Background: an optimization exercise with open tools, aiming at small area and a short achievable clock period. Do not read the settings as production practice. Where RTL was checked, it was by simulation tests only, not by an equivalence proof against the original.

==> build 71: inputs <==
Design lc3b_alu_pipe, start of the top module:
module lc3b_alu_pipe
(
    input  logic                    clk,
    input  logic                    arst_n,
    input  logic                    instr_valid,
    input  logic [16-1:0]   instr,
    input  logic                    flush,
    output logic                    wb_valid,
    output logic [3-1:0]  wb_dest,
    output logic [16-1:0]   wb_data,
    output logic [2:0]              cc
);
    logic                   d_valid;
    logic [3-1:0] d_dest;
    logic [16-1:0]  d_opa;
    logic [16-1:0]  d_opb;
    logic                   d_mb;
    logic                   d_as;
    logic                   d_sub;
    logic                   d_shr;
    logic [4:0]             d_sh;
    logic [3:0]             d_lsel;
    logic [16-1:0]  alu_out;
    logic [16-1:0]  rd_data1;
    logic [16-1:0]  rd_data2;
    decode_stage u_decode
    (
        .clk         (clk),
        .arst_n      (arst_n),
        .instr_valid (instr_valid),
        .instr       (instr),
        .flush       (flush),
        .rd_data1    (rd_data1),
        .rd_data2    (rd_data2),
        .alu_out     (alu_out),
        .d_valid     (d_valid),
        .d_dest      (d_dest),
  ...
make LEC_CHECK=0 CAP_MARGIN=20 CORE_MARGIN=2 CORE_UTILIZATION=40 SETUP_SLACK_MARGIN=2.5 SLEW_MARGIN=20 TNS_END_PERCENT=10 finish   # period 7.0 ns
run.sh (not shown) runs the stock make flow with config.mk's settings and CLKGATE_MAP_FILE= SYNTH_SCRIPT=/design/flow/synth_recipe.tcl, a recipe that flattens the netlist after the stock synthesis.
==> trial 66 (differences from build 71) <==
--- a/flow/design.v
+++ b/flow/design.v
@@ -127,15 +127,16 @@
     input  logic                    clk,
     input  logic                    arst_n,
     input  logic                    instr_valid,
     input  logic [16-1:0]   instr,
     input  logic                    flush,
     input  logic [16-1:0]   rd_data1,
     input  logic [16-1:0]   rd_data2,
-    input  logic [16-1:0]   alu_out,
+    input  logic [16-1:0]   res_p,
+    input  logic [16-1:0]   res_c,
     output logic                    d_valid,
     output logic [3-1:0]  d_dest,
     output logic [16-1:0]   d_opa,
     output logic [16-1:0]   d_opb,
     output logic                    d_mb,
     output logic                    d_as,
     output logic                    d_sub,
@@ -143,15 +144,15 @@
     output logic [4:0]              d_sh,
     output logic [3:0]              d_lsel
 );
     logic                   writes;
     logic                   k_mul, k_as, k_sub, k_shl, k_shr, use_imm, use_sr2;
     logic [3:0]             lsel;
     logic [3-1:0] sr1, sr2;
-    logic [16-1:0]  va, vb, opb;
+    logic [16-1:0]  va, vb, opb, na, nb;
     logic                   fwd_a, fwd_b;
     control_rom u_rom
     (
         .instr   (instr),
         .writes  (writes),
         .k_mul   (k_mul),
         .k_as    (k_as),
@@ -167,26 +168,32 @@
     assign va = rd_data1;
     assign vb = rd_data2;
     assign fwd_a = d_valid && d_dest == sr1;
     assign fwd_b = use_sr2 && d_valid && d_dest == sr2;
     assign opb = use_imm ? {{(16-5){instr[4]}}, instr[4:0]} :
                  use_sr2 ? vb :
                            (16'(1) << instr[3:0]);
+    always_comb
+        for (int i = 0; i < 16; i++)
+        begin
+            na[i] = res_c[i] ? (fwd_a ? ~res_p[i] : va[i])  : (fwd_a ? res_p[i] : va[i]);
+            nb[i] = res_c[i] ? (fwd_b ? ~res_p[i] : opb[i]) : (fwd_b ? res_p[i] : opb[i]);
+        end
     always_ff @(posedge clk or negedge arst_n)
     begin
         if (!arst_n)
             d_valid <= 1'b0;
         else
             d_valid <= instr_valid & ~flush & writes;
     end
     always_ff @(posedge clk)
     begin
         d_dest  <= instr[11:9];
-        d_opa   <= fwd_a ? alu_out : va;
-        d_opb   <= fwd_b ? alu_out : opb;
+        d_opa   <= na;
+        d_opb   <= nb;
         d_mb    <= k_mul | k_shl;
         d_as    <= k_as;
         d_sub   <= k_sub;
         d_shr   <= k_shr;
         d_sh    <= {instr[5], instr[3:0]} & {5{k_shr}};
         d_lsel  <= lsel;
     end
@@ -452,17 +459,18 @@
     assign sa[15] = c3_14_41;
     assign sb[15] = s3_15_42;
 endmodule
 module cpa16
 (
     input  logic [15:0] a,
     input  logic [15:0] b,
-    output logic [15:0] s
+    output logic [15:0] p,
+    output logic [15:0] c
 );
-    logic [15:0] p, g;
+    logic [15:0] g;
     always_comb
         for (int i = 0; i < 16; i++)
         begin
             p[i] = b[i] ? ~a[i] : a[i];
             g[i] = a[i] & b[i];
         end
     wire G0_1 = g[1] | (p[1] & g[0]);
@@ -525,30 +533,30 @@
     wire P3_12 = P2_12 & P2_7;
     wire G3_13 = G2_13 | (P2_13 & G2_7);
     wire P3_13 = P2_13 & P2_7;
     wire G3_14 = G2_14 | (P2_14 & G2_7);
     wire P3_14 = P2_14 & P2_7;
     wire G3_15 = G2_15 | (P2_15 & G2_7);
     wire P3_15 = P2_15 & P2_7;
-    assign s[0] = p[0];
-    assign s[1] = g[0] ? ~p[1] : p[1];
-    assign s[2] = G0_1 ? ~p[2] : p[2];
-    assign s[3] = G1_2 ? ~p[3] : p[3];
-    assign s[4] = G1_3 ? ~p[4] : p[4];
-    assign s[5] = G2_4 ? ~p[5] : p[5];
-    assign s[6] = G2_5 ? ~p[6] : p[6];
-    assign s[7] = G2_6 ? ~p[7] : p[7];
-    assign s[8] = G2_7 ? ~p[8] : p[8];
-    assign s[9] = G3_8 ? ~p[9] : p[9];
-    assign s[10] = G3_9 ? ~p[10] : p[10];
-    assign s[11] = G3_10 ? ~p[11] : p[11];
-    assign s[12] = G3_11 ? ~p[12] : p[12];
-    assign s[13] = G3_12 ? ~p[13] : p[13];
-    assign s[14] = G3_13 ? ~p[14] : p[14];
-    assign s[15] = G3_14 ? ~p[15] : p[15];
+    assign c[0] = 1'b0;
+    assign c[1] = g[0];
+    assign c[2] = G0_1;
+    assign c[3] = G1_2;
+    assign c[4] = G1_3;
+    assign c[5] = G2_4;
+    assign c[6] = G2_5;
+    assign c[7] = G2_6;
+    assign c[8] = G2_7;
+    assign c[9] = G3_8;
+    assign c[10] = G3_9;
+    assign c[11] = G3_10;
+    assign c[12] = G3_11;
+    assign c[13] = G3_12;
+    assign c[14] = G3_13;
+    assign c[15] = G3_14;
 endmodule
 module execute_stage
 (
     input  logic                    clk,
     input  logic                    arst_n,
     input  logic                    d_valid,
     input  logic [3-1:0]  d_dest,
@@ -556,23 +564,25 @@
     input  logic [16-1:0]   d_opb,
     input  logic                    d_mb,
     input  logic                    d_as,
     input  logic                    d_sub,
     input  logic                    d_shr,
     input  logic [4:0]              d_sh,
     input  logic [3:0]              d_lsel,
+    output logic [16-1:0]   res_p,
+    output logic [16-1:0]   res_c,
     output logic [16-1:0]   alu_out,
     output logic                    wb_valid,
     output logic [3-1:0]  wb_dest,
     output logic [16-1:0]   wb_data
 );
     logic [15:0] a, b;
     logic [7:0]  one, two, neg;
     logic [16:0] yb;
-    logic [15:0] r, sa, sb, sum, logic_out, shr_out;
+    logic [15:0] r, sa, sb, p, logic_out, shr_out;
     logic [31:0] shr_ext;
     logic        cin0;
     assign a = d_opa;
     assign b = d_opb;
     assign yb = {b, 1'b0};
     always_comb
     begin
@@ -604,17 +614,19 @@
         .sa   (sa),
         .sb   (sb)
     );
     cpa16 u_cpa
     (
         .a (sa),
         .b (sb),
-        .s (sum)
+        .p (p),
+        .c (res_c)
     );
-    assign alu_out = sum | logic_out | ({16{d_shr}} & shr_out);
+    assign res_p   = p | logic_out | ({16{d_shr}} & shr_out);
+    assign alu_out = res_p ^ res_c;
     always_ff @(posedge clk or negedge arst_n)
     begin
         if (!arst_n)
             wb_valid <= 1'b0;
         else
             wb_valid <= d_valid;
     end
@@ -698,26 +710,29 @@
     logic                   d_mb;
     logic                   d_as;
     logic                   d_sub;
     logic                   d_shr;
     logic [4:0]             d_sh;
     logic [3:0]             d_lsel;
     logic [16-1:0]  alu_out;
+    logic [16-1:0]  res_p;
+    logic [16-1:0]  res_c;
     logic [16-1:0]  rd_data1;
     logic [16-1:0]  rd_data2;
     decode_stage u_decode
     (
         .clk         (clk),
         .arst_n      (arst_n),
         .instr_valid (instr_valid),
         .instr       (instr),
         .flush       (flush),
         .rd_data1    (rd_data1),
         .rd_data2    (rd_data2),
-        .alu_out     (alu_out),
+        .res_p       (res_p),
+        .res_c       (res_c),
         .d_valid     (d_valid),
         .d_dest      (d_dest),
         .d_opa       (d_opa),
         .d_opb       (d_opb),
         .d_mb        (d_mb),
         .d_as        (d_as),
         .d_sub       (d_sub),
@@ -735,14 +750,16 @@
         .d_opb    (d_opb),
         .d_mb     (d_mb),
         .d_as     (d_as),
         .d_sub    (d_sub),
         .d_shr    (d_shr),
         .d_sh     (d_sh),
         .d_lsel   (d_lsel),
+        .res_p    (res_p),
+        .res_c    (res_c),
         .alu_out  (alu_out),
         .wb_valid (wb_valid),
         .wb_dest  (wb_dest),
         .wb_data  (wb_data)
     );
     result_stage u_result
     (
==> flow/config.mk (replaced) <==
export PLATFORM = sky130hd
export DESIGN_NAME = lc3b_alu_pipe
export DESIGN_NICKNAME = lc3b_alu_pipe
export VERILOG_FILES = /design/flow/design.v
export SDC_FILE = /design/flow/constraint.sdc
export NUM_CORES = 4
export LEC_CHECK = 0
export CAP_MARGIN = 20
export CORE_MARGIN = 2
export CORE_UTILIZATION = 70
export PLACE_DENSITY = 0.8
export SETUP_SLACK_MARGIN = 2.5
export SLEW_MARGIN = 20
==> trial 22 (differences from build 71) <==
--- a/flow/design.v
+++ b/flow/design.v
@@ -127,15 +127,16 @@
     input  logic                    clk,
     input  logic                    arst_n,
     input  logic                    instr_valid,
     input  logic [16-1:0]   instr,
     input  logic                    flush,
     input  logic [16-1:0]   rd_data1,
     input  logic [16-1:0]   rd_data2,
-    input  logic [16-1:0]   alu_out,
+    input  logic [16-1:0]   res_p,
+    input  logic [16-1:0]   res_c,
     output logic                    d_valid,
     output logic [3-1:0]  d_dest,
     output logic [16-1:0]   d_opa,
     output logic [16-1:0]   d_opb,
     output logic                    d_mb,
     output logic                    d_as,
     output logic                    d_sub,
@@ -143,15 +144,15 @@
     output logic [4:0]              d_sh,
     output logic [3:0]              d_lsel
 );
     logic                   writes;
     logic                   k_mul, k_as, k_sub, k_shl, k_shr, use_imm, use_sr2;
     logic [3:0]             lsel;
     logic [3-1:0] sr1, sr2;
-    logic [16-1:0]  va, vb, opb;
+    logic [16-1:0]  va, vb, opb, na, nb;
     logic                   fwd_a, fwd_b;
     control_rom u_rom
     (
         .instr   (instr),
         .writes  (writes),
         .k_mul   (k_mul),
         .k_as    (k_as),
@@ -167,26 +168,32 @@
     assign va = rd_data1;
     assign vb = rd_data2;
     assign fwd_a = d_valid && d_dest == sr1;
     assign fwd_b = use_sr2 && d_valid && d_dest == sr2;
     assign opb = use_imm ? {{(16-5){instr[4]}}, instr[4:0]} :
                  use_sr2 ? vb :
                            (16'(1) << instr[3:0]);
+    always_comb
+        for (int i = 0; i < 16; i++)
+        begin
+            na[i] = res_c[i] ? (fwd_a ? ~res_p[i] : va[i])  : (fwd_a ? res_p[i] : va[i]);
+            nb[i] = res_c[i] ? (fwd_b ? ~res_p[i] : opb[i]) : (fwd_b ? res_p[i] : opb[i]);
+        end
     always_ff @(posedge clk or negedge arst_n)
     begin
         if (!arst_n)
             d_valid <= 1'b0;
         else
             d_valid <= instr_valid & ~flush & writes;
     end
     always_ff @(posedge clk)
     begin
         d_dest  <= instr[11:9];
-        d_opa   <= fwd_a ? alu_out : va;
-        d_opb   <= fwd_b ? alu_out : opb;
+        d_opa   <= na;
+        d_opb   <= nb;
         d_mb    <= k_mul | k_shl;
         d_as    <= k_as;
         d_sub   <= k_sub;
         d_shr   <= k_shr;
         d_sh    <= {instr[5], instr[3:0]} & {5{k_shr}};
         d_lsel  <= lsel;
     end
@@ -452,17 +459,18 @@
     assign sa[15] = c3_14_41;
     assign sb[15] = s3_15_42;
 endmodule
 module cpa16
 (
     input  logic [15:0] a,
     input  logic [15:0] b,
-    output logic [15:0] s
+    output logic [15:0] p,
+    output logic [15:0] c
 );
-    logic [15:0] p, g;
+    logic [15:0] g;
     always_comb
         for (int i = 0; i < 16; i++)
         begin
             p[i] = b[i] ? ~a[i] : a[i];
             g[i] = a[i] & b[i];
         end
     wire G0_1 = g[1] | (p[1] & g[0]);
@@ -525,30 +533,30 @@
     wire P3_12 = P2_12 & P2_7;
     wire G3_13 = G2_13 | (P2_13 & G2_7);
     wire P3_13 = P2_13 & P2_7;
     wire G3_14 = G2_14 | (P2_14 & G2_7);
     wire P3_14 = P2_14 & P2_7;
     wire G3_15 = G2_15 | (P2_15 & G2_7);
     wire P3_15 = P2_15 & P2_7;
-    assign s[0] = p[0];
-    assign s[1] = g[0] ? ~p[1] : p[1];
-    assign s[2] = G0_1 ? ~p[2] : p[2];
-    assign s[3] = G1_2 ? ~p[3] : p[3];
-    assign s[4] = G1_3 ? ~p[4] : p[4];
-    assign s[5] = G2_4 ? ~p[5] : p[5];
-    assign s[6] = G2_5 ? ~p[6] : p[6];
-    assign s[7] = G2_6 ? ~p[7] : p[7];
-    assign s[8] = G2_7 ? ~p[8] : p[8];
-    assign s[9] = G3_8 ? ~p[9] : p[9];
-    assign s[10] = G3_9 ? ~p[10] : p[10];
-    assign s[11] = G3_10 ? ~p[11] : p[11];
-    assign s[12] = G3_11 ? ~p[12] : p[12];
-    assign s[13] = G3_12 ? ~p[13] : p[13];
-    assign s[14] = G3_13 ? ~p[14] : p[14];
-    assign s[15] = G3_14 ? ~p[15] : p[15];
+    assign c[0] = 1'b0;
+    assign c[1] = g[0];
+    assign c[2] = G0_1;
+    assign c[3] = G1_2;
+    assign c[4] = G1_3;
+    assign c[5] = G2_4;
+    assign c[6] = G2_5;
+    assign c[7] = G2_6;
+    assign c[8] = G2_7;
+    assign c[9] = G3_8;
+    assign c[10] = G3_9;
+    assign c[11] = G3_10;
+    assign c[12] = G3_11;
+    assign c[13] = G3_12;
+    assign c[14] = G3_13;
+    assign c[15] = G3_14;
 endmodule
 module execute_stage
 (
     input  logic                    clk,
     input  logic                    arst_n,
     input  logic                    d_valid,
     input  logic [3-1:0]  d_dest,
@@ -556,23 +564,25 @@
     input  logic [16-1:0]   d_opb,
     input  logic                    d_mb,
     input  logic                    d_as,
     input  logic                    d_sub,
     input  logic                    d_shr,
     input  logic [4:0]              d_sh,
     input  logic [3:0]              d_lsel,
+    output logic [16-1:0]   res_p,
+    output logic [16-1:0]   res_c,
     output logic [16-1:0]   alu_out,
     output logic                    wb_valid,
     output logic [3-1:0]  wb_dest,
     output logic [16-1:0]   wb_data
 );
     logic [15:0] a, b;
     logic [7:0]  one, two, neg;
     logic [16:0] yb;
-    logic [15:0] r, sa, sb, sum, logic_out, shr_out;
+    logic [15:0] r, sa, sb, p, logic_out, shr_out;
     logic [31:0] shr_ext;
     logic        cin0;
     assign a = d_opa;
     assign b = d_opb;
     assign yb = {b, 1'b0};
     always_comb
     begin
@@ -604,17 +614,19 @@
         .sa   (sa),
         .sb   (sb)
     );
     cpa16 u_cpa
     (
         .a (sa),
         .b (sb),
-        .s (sum)
+        .p (p),
+        .c (res_c)
     );
-    assign alu_out = sum | logic_out | ({16{d_shr}} & shr_out);
+    assign res_p   = p | logic_out | ({16{d_shr}} & shr_out);
+    assign alu_out = res_p ^ res_c;
     always_ff @(posedge clk or negedge arst_n)
     begin
         if (!arst_n)
             wb_valid <= 1'b0;
         else
             wb_valid <= d_valid;
     end
@@ -698,26 +710,29 @@
     logic                   d_mb;
     logic                   d_as;
     logic                   d_sub;
     logic                   d_shr;
     logic [4:0]             d_sh;
     logic [3:0]             d_lsel;
     logic [16-1:0]  alu_out;
+    logic [16-1:0]  res_p;
+    logic [16-1:0]  res_c;
     logic [16-1:0]  rd_data1;
     logic [16-1:0]  rd_data2;
     decode_stage u_decode
     (
         .clk         (clk),
         .arst_n      (arst_n),
         .instr_valid (instr_valid),
         .instr       (instr),
         .flush       (flush),
         .rd_data1    (rd_data1),
         .rd_data2    (rd_data2),
-        .alu_out     (alu_out),
+        .res_p       (res_p),
+        .res_c       (res_c),
         .d_valid     (d_valid),
         .d_dest      (d_dest),
         .d_opa       (d_opa),
         .d_opb       (d_opb),
         .d_mb        (d_mb),
         .d_as        (d_as),
         .d_sub       (d_sub),
@@ -735,14 +750,16 @@
         .d_opb    (d_opb),
         .d_mb     (d_mb),
         .d_as     (d_as),
         .d_sub    (d_sub),
         .d_shr    (d_shr),
         .d_sh     (d_sh),
         .d_lsel   (d_lsel),
+        .res_p    (res_p),
+        .res_c    (res_c),
         .alu_out  (alu_out),
         .wb_valid (wb_valid),
         .wb_dest  (wb_dest),
         .wb_data  (wb_data)
     );
     result_stage u_result
     (
==> flow/config.mk (replaced) <==
export PLATFORM = sky130hd
export DESIGN_NAME = lc3b_alu_pipe
export DESIGN_NICKNAME = lc3b_alu_pipe
export VERILOG_FILES = /design/flow/design.v
export SDC_FILE = /design/flow/constraint.sdc
export NUM_CORES = 4
export LEC_CHECK = 0
export CAP_MARGIN = 20
export CORE_MARGIN = 2
export CORE_UTILIZATION = 55
export CTS_CLUSTER_DIAMETER = 80
export CTS_CLUSTER_SIZE = 24
export PLACE_DENSITY = 0.68
export SETUP_SLACK_MARGIN = 2.65
export SLEW_MARGIN = 20
==> trial 13 (differences from build 71) <==
--- a/flow/design.v
+++ b/flow/design.v
@@ -127,15 +127,16 @@
     input  logic                    clk,
     input  logic                    arst_n,
     input  logic                    instr_valid,
     input  logic [16-1:0]   instr,
     input  logic                    flush,
     input  logic [16-1:0]   rd_data1,
     input  logic [16-1:0]   rd_data2,
-    input  logic [16-1:0]   alu_out,
+    input  logic [16-1:0]   res_p,
+    input  logic [16-1:0]   res_c,
     output logic                    d_valid,
     output logic [3-1:0]  d_dest,
     output logic [16-1:0]   d_opa,
     output logic [16-1:0]   d_opb,
     output logic                    d_mb,
     output logic                    d_as,
     output logic                    d_sub,
@@ -143,15 +144,15 @@
     output logic [4:0]              d_sh,
     output logic [3:0]              d_lsel
 );
     logic                   writes;
     logic                   k_mul, k_as, k_sub, k_shl, k_shr, use_imm, use_sr2;
     logic [3:0]             lsel;
     logic [3-1:0] sr1, sr2;
-    logic [16-1:0]  va, vb, opb;
+    logic [16-1:0]  va, vb, opb, na, nb;
     logic                   fwd_a, fwd_b;
     control_rom u_rom
     (
         .instr   (instr),
         .writes  (writes),
         .k_mul   (k_mul),
         .k_as    (k_as),
@@ -167,26 +168,32 @@
     assign va = rd_data1;
     assign vb = rd_data2;
     assign fwd_a = d_valid && d_dest == sr1;
     assign fwd_b = use_sr2 && d_valid && d_dest == sr2;
     assign opb = use_imm ? {{(16-5){instr[4]}}, instr[4:0]} :
                  use_sr2 ? vb :
                            (16'(1) << instr[3:0]);
+    always_comb
+        for (int i = 0; i < 16; i++)
+        begin
+            na[i] = res_c[i] ? (fwd_a ? ~res_p[i] : va[i])  : (fwd_a ? res_p[i] : va[i]);
+            nb[i] = res_c[i] ? (fwd_b ? ~res_p[i] : opb[i]) : (fwd_b ? res_p[i] : opb[i]);
+        end
     always_ff @(posedge clk or negedge arst_n)
     begin
         if (!arst_n)
             d_valid <= 1'b0;
         else
             d_valid <= instr_valid & ~flush & writes;
     end
     always_ff @(posedge clk)
     begin
         d_dest  <= instr[11:9];
-        d_opa   <= fwd_a ? alu_out : va;
-        d_opb   <= fwd_b ? alu_out : opb;
+        d_opa   <= na;
+        d_opb   <= nb;
         d_mb    <= k_mul | k_shl;
         d_as    <= k_as;
         d_sub   <= k_sub;
         d_shr   <= k_shr;
         d_sh    <= {instr[5], instr[3:0]} & {5{k_shr}};
         d_lsel  <= lsel;
     end
@@ -452,17 +459,18 @@
     assign sa[15] = c3_14_41;
     assign sb[15] = s3_15_42;
 endmodule
 module cpa16
 (
     input  logic [15:0] a,
     input  logic [15:0] b,
-    output logic [15:0] s
+    output logic [15:0] p,
+    output logic [15:0] c
 );
-    logic [15:0] p, g;
+    logic [15:0] g;
     always_comb
         for (int i = 0; i < 16; i++)
         begin
             p[i] = b[i] ? ~a[i] : a[i];
             g[i] = a[i] & b[i];
         end
     wire G0_1 = g[1] | (p[1] & g[0]);
@@ -525,30 +533,30 @@
     wire P3_12 = P2_12 & P2_7;
     wire G3_13 = G2_13 | (P2_13 & G2_7);
     wire P3_13 = P2_13 & P2_7;
     wire G3_14 = G2_14 | (P2_14 & G2_7);
     wire P3_14 = P2_14 & P2_7;
     wire G3_15 = G2_15 | (P2_15 & G2_7);
     wire P3_15 = P2_15 & P2_7;
-    assign s[0] = p[0];
-    assign s[1] = g[0] ? ~p[1] : p[1];
-    assign s[2] = G0_1 ? ~p[2] : p[2];
-    assign s[3] = G1_2 ? ~p[3] : p[3];
-    assign s[4] = G1_3 ? ~p[4] : p[4];
-    assign s[5] = G2_4 ? ~p[5] : p[5];
-    assign s[6] = G2_5 ? ~p[6] : p[6];
-    assign s[7] = G2_6 ? ~p[7] : p[7];
-    assign s[8] = G2_7 ? ~p[8] : p[8];
-    assign s[9] = G3_8 ? ~p[9] : p[9];
-    assign s[10] = G3_9 ? ~p[10] : p[10];
-    assign s[11] = G3_10 ? ~p[11] : p[11];
-    assign s[12] = G3_11 ? ~p[12] : p[12];
-    assign s[13] = G3_12 ? ~p[13] : p[13];
-    assign s[14] = G3_13 ? ~p[14] : p[14];
-    assign s[15] = G3_14 ? ~p[15] : p[15];
+    assign c[0] = 1'b0;
+    assign c[1] = g[0];
+    assign c[2] = G0_1;
+    assign c[3] = G1_2;
+    assign c[4] = G1_3;
+    assign c[5] = G2_4;
+    assign c[6] = G2_5;
+    assign c[7] = G2_6;
+    assign c[8] = G2_7;
+    assign c[9] = G3_8;
+    assign c[10] = G3_9;
+    assign c[11] = G3_10;
+    assign c[12] = G3_11;
+    assign c[13] = G3_12;
+    assign c[14] = G3_13;
+    assign c[15] = G3_14;
 endmodule
 module execute_stage
 (
     input  logic                    clk,
     input  logic                    arst_n,
     input  logic                    d_valid,
     input  logic [3-1:0]  d_dest,
@@ -556,23 +564,25 @@
     input  logic [16-1:0]   d_opb,
     input  logic                    d_mb,
     input  logic                    d_as,
     input  logic                    d_sub,
     input  logic                    d_shr,
     input  logic [4:0]              d_sh,
     input  logic [3:0]              d_lsel,
+    output logic [16-1:0]   res_p,
+    output logic [16-1:0]   res_c,
     output logic [16-1:0]   alu_out,
     output logic                    wb_valid,
     output logic [3-1:0]  wb_dest,
     output logic [16-1:0]   wb_data
 );
     logic [15:0] a, b;
     logic [7:0]  one, two, neg;
     logic [16:0] yb;
-    logic [15:0] r, sa, sb, sum, logic_out, shr_out;
+    logic [15:0] r, sa, sb, p, logic_out, shr_out;
     logic [31:0] shr_ext;
     logic        cin0;
     assign a = d_opa;
     assign b = d_opb;
     assign yb = {b, 1'b0};
     always_comb
     begin
@@ -604,17 +614,19 @@
         .sa   (sa),
         .sb   (sb)
     );
     cpa16 u_cpa
     (
         .a (sa),
         .b (sb),
-        .s (sum)
+        .p (p),
+        .c (res_c)
     );
-    assign alu_out = sum | logic_out | ({16{d_shr}} & shr_out);
+    assign res_p   = p | logic_out | ({16{d_shr}} & shr_out);
+    assign alu_out = res_p ^ res_c;
     always_ff @(posedge clk or negedge arst_n)
     begin
         if (!arst_n)
             wb_valid <= 1'b0;
         else
             wb_valid <= d_valid;
     end
@@ -698,26 +710,29 @@
     logic                   d_mb;
     logic                   d_as;
     logic                   d_sub;
     logic                   d_shr;
     logic [4:0]             d_sh;
     logic [3:0]             d_lsel;
     logic [16-1:0]  alu_out;
+    logic [16-1:0]  res_p;
+    logic [16-1:0]  res_c;
     logic [16-1:0]  rd_data1;
     logic [16-1:0]  rd_data2;
     decode_stage u_decode
     (
         .clk         (clk),
         .arst_n      (arst_n),
         .instr_valid (instr_valid),
         .instr       (instr),
         .flush       (flush),
         .rd_data1    (rd_data1),
         .rd_data2    (rd_data2),
-        .alu_out     (alu_out),
+        .res_p       (res_p),
+        .res_c       (res_c),
         .d_valid     (d_valid),
         .d_dest      (d_dest),
         .d_opa       (d_opa),
         .d_opb       (d_opb),
         .d_mb        (d_mb),
         .d_as        (d_as),
         .d_sub       (d_sub),
@@ -735,14 +750,16 @@
         .d_opb    (d_opb),
         .d_mb     (d_mb),
         .d_as     (d_as),
         .d_sub    (d_sub),
         .d_shr    (d_shr),
         .d_sh     (d_sh),
         .d_lsel   (d_lsel),
+        .res_p    (res_p),
+        .res_c    (res_c),
         .alu_out  (alu_out),
         .wb_valid (wb_valid),
         .wb_dest  (wb_dest),
         .wb_data  (wb_data)
     );
     result_stage u_result
     (
==> flow/config.mk (replaced) <==
export PLATFORM = sky130hd
export DESIGN_NAME = lc3b_alu_pipe
export DESIGN_NICKNAME = lc3b_alu_pipe
export VERILOG_FILES = /design/flow/design.v
export SDC_FILE = /design/flow/constraint.sdc
export NUM_CORES = 4
export LEC_CHECK = 0
export CAP_MARGIN = 20
export CORE_MARGIN = 2
export CORE_UTILIZATION = 55
export PLACE_DENSITY = 0.68
export SETUP_SLACK_MARGIN = 2.2
export SLEW_MARGIN = 20
==> impl_results.md <==
- Mux contribution to synthesized area: between 2 and 3%
- Critical Path, Cell by Cell: or2_2, o21ai_0, o21ai_0, a21oi_2, ha_1, maj3_1, xnor2_2, xor2_1, xnor2_1, xnor2_1, ha_1, a21oi_1, o21ai_1, xor2_1, buf_4, buf_4, inv_2
- Outcome: finished clean
- Highest-count cells in the layout ignoring fill and taps: edfxtp_1, a22oi_1, a21oi_1, nand2_1, o21ai_0
- Synth top area share: 28.0%
- Routed wire per std cell: 26.0 µm
- Critical path arrival: 4.51 ns
-- figures above: trial 22

==> impl_results.md <==
- Outcome: finished clean
- Routed wire per std cell: 26.2 µm
- Synth top area share: 28.0%
- Critical path arrival: 4.65 ns
-- figures above: trial 66

==> impl_results.md <==
- Outcome: finished clean
- Critical Path, Cell by Cell: buf_4, maj3_1, a22oi_1, a21boi_2, xnor2_1, xnor2_1, maj3_2, xor3_1, ha_4, and4_1, a211oi_2, nand2_2, a31oi_4, o21bai_1, buf_4, a21o_1, xnor2_2, buf_4, nand2_2
- Critical path arrival: 4.73 ns
- Routed wire per std cell: 25.1 µm
- Highest-count cells in the layout ignoring fill and taps: edfxtp_1, nand2_1, o21ai_0, a22oi_1, buf_4
- CTS tree: yes
-- figures above: build 71

==> impl_results.md <==
- Critical Path, Cell by Cell: buf_4, a21o_4, and2_0, buf_4, a21o_1, ha_1, maj3_1, xor3_1, ha_1, o211ai_1, o21ai_2, nand4_1, a21oi_2, a21oi_2, o21ai_0, xor2_1, inv_2
- Synth top area share: 28.0%
- Critical path arrival: 4.88 ns
- Outcome: finished clean
- Highest-count cells in the layout ignoring fill and taps: edfxtp_1, a22oi_1, a21oi_1, nand2_1
-- figures above: trial 13

For build 71, only the layout was checked, not whether the RTL still works.

-- what the ideal ports hide --
No port has a modelled driver above. Below, the same layouts with a new extraction and two added sets of constraints.
Step 1 assumes that a clkbuf_16 drives the clock port and a buf_2 every other input.
Step 2 times the ports against the registers' clock, not the clock port: input delays grow and output delays shrink by t, the midpoint of the rising clock arrivals with the driver on.
Three values: ideal, step 1, step 2; two values: the first two.
run	t (ns)	setup slack, ns	worst setup path after step 2	latest minus earliest clock arrival (ns)
build 71	0.542	2.456 / 2.456 / 2.112	input to register	0.013 / 0.013
trial 66	0.540	2.611 / 2.611 / 2.195	input to register	0.016 / 0.015
trial 22	0.508	2.729 / 2.729 / 2.286	input to register	0.023 / 0.023
trial 13	0.542	2.348 / 2.348 / 2.191	input to register	0.020 / 0.021
After both steps setup and hold are still met in every run listed. For trial 22, which loses most, drivers alone change the setup slack by 0.000 ns; drivers and shift together by -0.443 ns.
